From an optimization exercise on the open Yosys and OpenROAD flow, aimed at small area, a short achievable clock period and few clock cycles per item; shortcuts taken in it are not production practice. Only simulation tests tie the RTL to the original design; equivalence was not proved. Power figures rest on the tool's default switching activity, not on a simulated workload.

==> flow/design.v (excerpt) <==
module matvec3 (
    input  logic                     clk,
    input  logic                     reset,
    input  logic                     input_valid,
    output logic                     input_ready,
    input  matvec_dims_pkg::sample_t input_data,
    output logic                     output_valid,
    input  logic                     output_ready,
    output matvec_dims_pkg::acc_t    output_data
);
    typedef matvec_dims_pkg::sample_t sample_t;
    typedef matvec_dims_pkg::acc_t    acc_t;
    logic [3:0]  ph;
    sample_t     ring [0:11];
    logic [3:0]  lp;             
    logic        ahead;          
    logic [1:0]  cr, ck;         
    logic [3:0]  cp;             
    logic        due;            
    logic [2:0]  xv;             
    logic        ready_q;
    logic [6:0]  one_q, two_q, neg_q;    
    logic        m_v, m_first, m_last;
    acc_t        acc_s, acc_c;   
    acc_t        sum_s, sum_c;
    logic        acc_done;       
    acc_t        out_q;
    logic        out_v;
    logic        in_fire;
    logic        issue;
    logic        transfer;
    assign input_ready  = ready_q;
    assign output_valid = out_v;
    assign output_data  = out_q;
    assign in_fire  = input_valid && ready_q;
    assign transfer = acc_done && !out_v;
    assign issue = due && xv[ck] && ((ck != 2'd0) || !out_v);
    logic [3:0] ph_n;
    logic [1:0] cr_i, ck_i;
    logic [3:0] cp_i;
    logic       last_p;          
    logic [3:0] lp_inc;
    logic       due_i, due_ni;
    logic       rdy_f_i, rdy_f_ni, rdy_nf_i, rdy_nf_ni;
    function automatic logic slot_free(input logic ahd, input logic [3:0] w, input logic [3:0] c);
        if (!ahd)
            slot_free = 1'b1;
        else if (w < 4'd9)
            slot_free = (c > w);
        else
            slot_free = (c > w - 4'd3);
    endfunction
    always_comb begin
        ph_n   = (ph == 4'd11) ? 4'd0 : ph + 4'd1;
        last_p = (cp == 4'd8);
        cp_i   = last_p ? 4'd0 : cp + 4'd1;
        ck_i   = (ck == 2'd2) ? 2'd0 : ck + 2'd1;
        cr_i   = (ck != 2'd2) ? cr : ((cr == 2'd2) ? 2'd0 : cr + 2'd1);
        due_i  = !last_p;
  ...
Settings: LEC_CHECK=0, CAP_MARGIN=20, CORE_MARGIN=2, CORE_UTILIZATION=40, SETUP_SLACK_MARGIN=5, SLEW_MARGIN=20; clock period 8.5 ns.
run.sh (not shown) runs the stock make flow with config.mk's settings and CLKGATE_MAP_FILE= SYNTH_SCRIPT=/design/flow/synth_recipe.tcl, a recipe that flattens the netlist after the stock synthesis.
The starting point completed with no timing, DRC or antenna violations.
Testbench counts at the start, summed over its fixed seeds: cycles 4,688, jobs 384.
Next try:
==> flow/flow/run.sh (new file) <==
#!/bin/bash
# The standard layout, with plain buffers (not delay cells) on the ports and
# timing repair aimed below the clock period.
set -euo pipefail
bash standard.sh BUFFER_PORTS_ARGS="-buffer_cell sky130_fd_sc_hd__buf_2" SETUP_SLACK_MARGIN=5.4 finish > flow_make.log 2>&1
==> flow/standard.sh (new file) <==
#!/bin/bash
# synth_recipe.tcl (not shown) runs the flow's synth.tcl, then flattens the netlist and writes it again
# the make line also repeats each setting of config.mk as NAME=value (left out here)
make -C /OpenROAD-flow-scripts/flow DESIGN_CONFIG=/design/flow/config.mk WORK_HOME=/design/flow/orfs CLKGATE_MAP_FILE= SYNTH_SCRIPT=/design/flow/synth_recipe.tcl "${@:-finish}"
Settings changed: CAP_MARGIN 20 to 10, CORE_UTILIZATION 40 to 60, CTS_BUF_LIST set to sky130_fd_sc_hd__clkbuf_8, CTS_CLUSTER_DIAMETER set to 50, CTS_CLUSTER_SIZE set to 16, SLEW_MARGIN 20 to 10.
removed: flow/run.sh
What happened:
- The changed run passed the timing, design-rule and antenna checks
- cell count came out lower by a little under a tenth
- critical path depth grows by 8
- total power decreases by about a fifth
- sequential power hardly moves
- die area went down by a quarter to a third
- wire length came out lower slightly
- global-route usage climbs by 7.3 points
- fmax came out higher by roughly a tenth
- clock skew came out higher by 0.0050 ns
- synthesized area stays the same
Next try:
==> flow/run.sh (new file) <==
#!/bin/bash
# synth_recipe.tcl (not shown) runs the flow's synth.tcl, then flattens the netlist and writes it again
# the make line also repeats each setting of config.mk as NAME=value (left out here)
make -C /OpenROAD-flow-scripts/flow DESIGN_CONFIG=/design/flow/config.mk WORK_HOME=/design/flow/orfs CLKGATE_MAP_FILE= SYNTH_SCRIPT=/design/flow/synth_recipe.tcl finish
Settings changed: CAP_MARGIN 10 to 20, CORE_UTILIZATION 60 to 40, SLEW_MARGIN 10 to 20.
removed: flow/flow/run.sh
removed: flow/standard.sh
Effect: Sequential power hardly moves; via count climbs by 1.4%; power climbs by 4.7%; final cell count climbs by 8.6%; global-route usage drops by 7.2 points.
Next try:
==> flow/flow/run.sh (new file) <==
#!/bin/bash
# The standard layout, with plain buffers (not delay cells) on the ports and
# timing repair aimed below the clock period.
set -euo pipefail
bash standard.sh BUFFER_PORTS_ARGS="-buffer_cell sky130_fd_sc_hd__buf_2" SETUP_SLACK_MARGIN=5.4 finish > flow_make.log 2>&1
==> flow/standard.sh (new file) <==
#!/bin/bash
# synth_recipe.tcl (not shown) runs the flow's synth.tcl, then flattens the netlist and writes it again
# the make line also repeats each setting of config.mk as NAME=value (left out here)
make -C /OpenROAD-flow-scripts/flow DESIGN_CONFIG=/design/flow/config.mk WORK_HOME=/design/flow/orfs CLKGATE_MAP_FILE= SYNTH_SCRIPT=/design/flow/synth_recipe.tcl "${@:-finish}"
removed: flow/run.sh
=> The new run passed the timing, design-rule and antenna checks. Die area is unchanged. Final area rises by 0.56%. Synthesized area stays the same. Clock skew went down by 0.022 ns. Power grows by 1.1%. Setup slack improved by 0.41 ns. Maximum frequency went up by 13%. Sequential share of layout area rises by 0.41 points. Clock-buffer cell count went up by 4.
Next try:
==> flow/run.sh (new file) <==
#!/bin/bash
# synth_recipe.tcl (not shown) runs the flow's synth.tcl, then flattens the netlist and writes it again
# the make line also repeats each setting of config.mk as NAME=value (left out here)
make -C /OpenROAD-flow-scripts/flow DESIGN_CONFIG=/design/flow/config.mk WORK_HOME=/design/flow/orfs CLKGATE_MAP_FILE= SYNTH_SCRIPT=/design/flow/synth_recipe.tcl finish
Settings changed: CTS_CLUSTER_DIAMETER 50 to 60, CTS_CLUSTER_SIZE 16 to 20.
removed: flow/flow/run.sh
removed: flow/standard.sh
Result:
- cell count shrinks by about 1.3%
- clock power goes down by about 25%
- via count shrinks by 1.2%
- power falls by about 9%
- hold slack gets worse by 0.0046 ns
- design area is lower by about 2%
- setup slack loses 0.39 ns
- first-iteration DRC count came out lower by 16%
- clock skew came out higher by 0.034 ns
- area after synthesis is unchanged

==> what the ideal ports hide <==
In the flow no input, the clock included, has a driving cell. The finished layouts below were timed again as built, in two steps.
Step 1 (the two cells are an assumption about what drives the block):
set clk [get_ports {clk}]
set_driving_cell -lib_cell sky130_fd_sc_hd__clkbuf_16 $clk
set_driving_cell -lib_cell sky130_fd_sc_hd__buf_2 [delete_from_list [all_inputs] $clk]
Step 2 moves the port delays by t, midway between the first and last clock arrival at a register: inputs arrive t later, outputs are due t later. That takes back most of the time a late clock gives input paths.
Three values: no drivers, after step 1, after step 2; two values: the first two.
run	t (ns)	setup slack, ns	worst setup path at the end
the first run	0.591	5.078 / 5.029 / 4.693	input to register
the second run	0.631	5.477 / 5.477 / 5.063	input to register
the third run	0.575	5.082 / 5.035 / 4.703	input to register
the fourth run	0.577	5.487 / 5.487 / 5.437	input to register
the fifth run	0.613	5.095 / 5.095 / 4.724	input to register
After both steps every run listed still meets setup and hold. The setup slack of the second run, which loses most, moves by 0.000 ns with the drivers and by -0.414 ns with both steps.
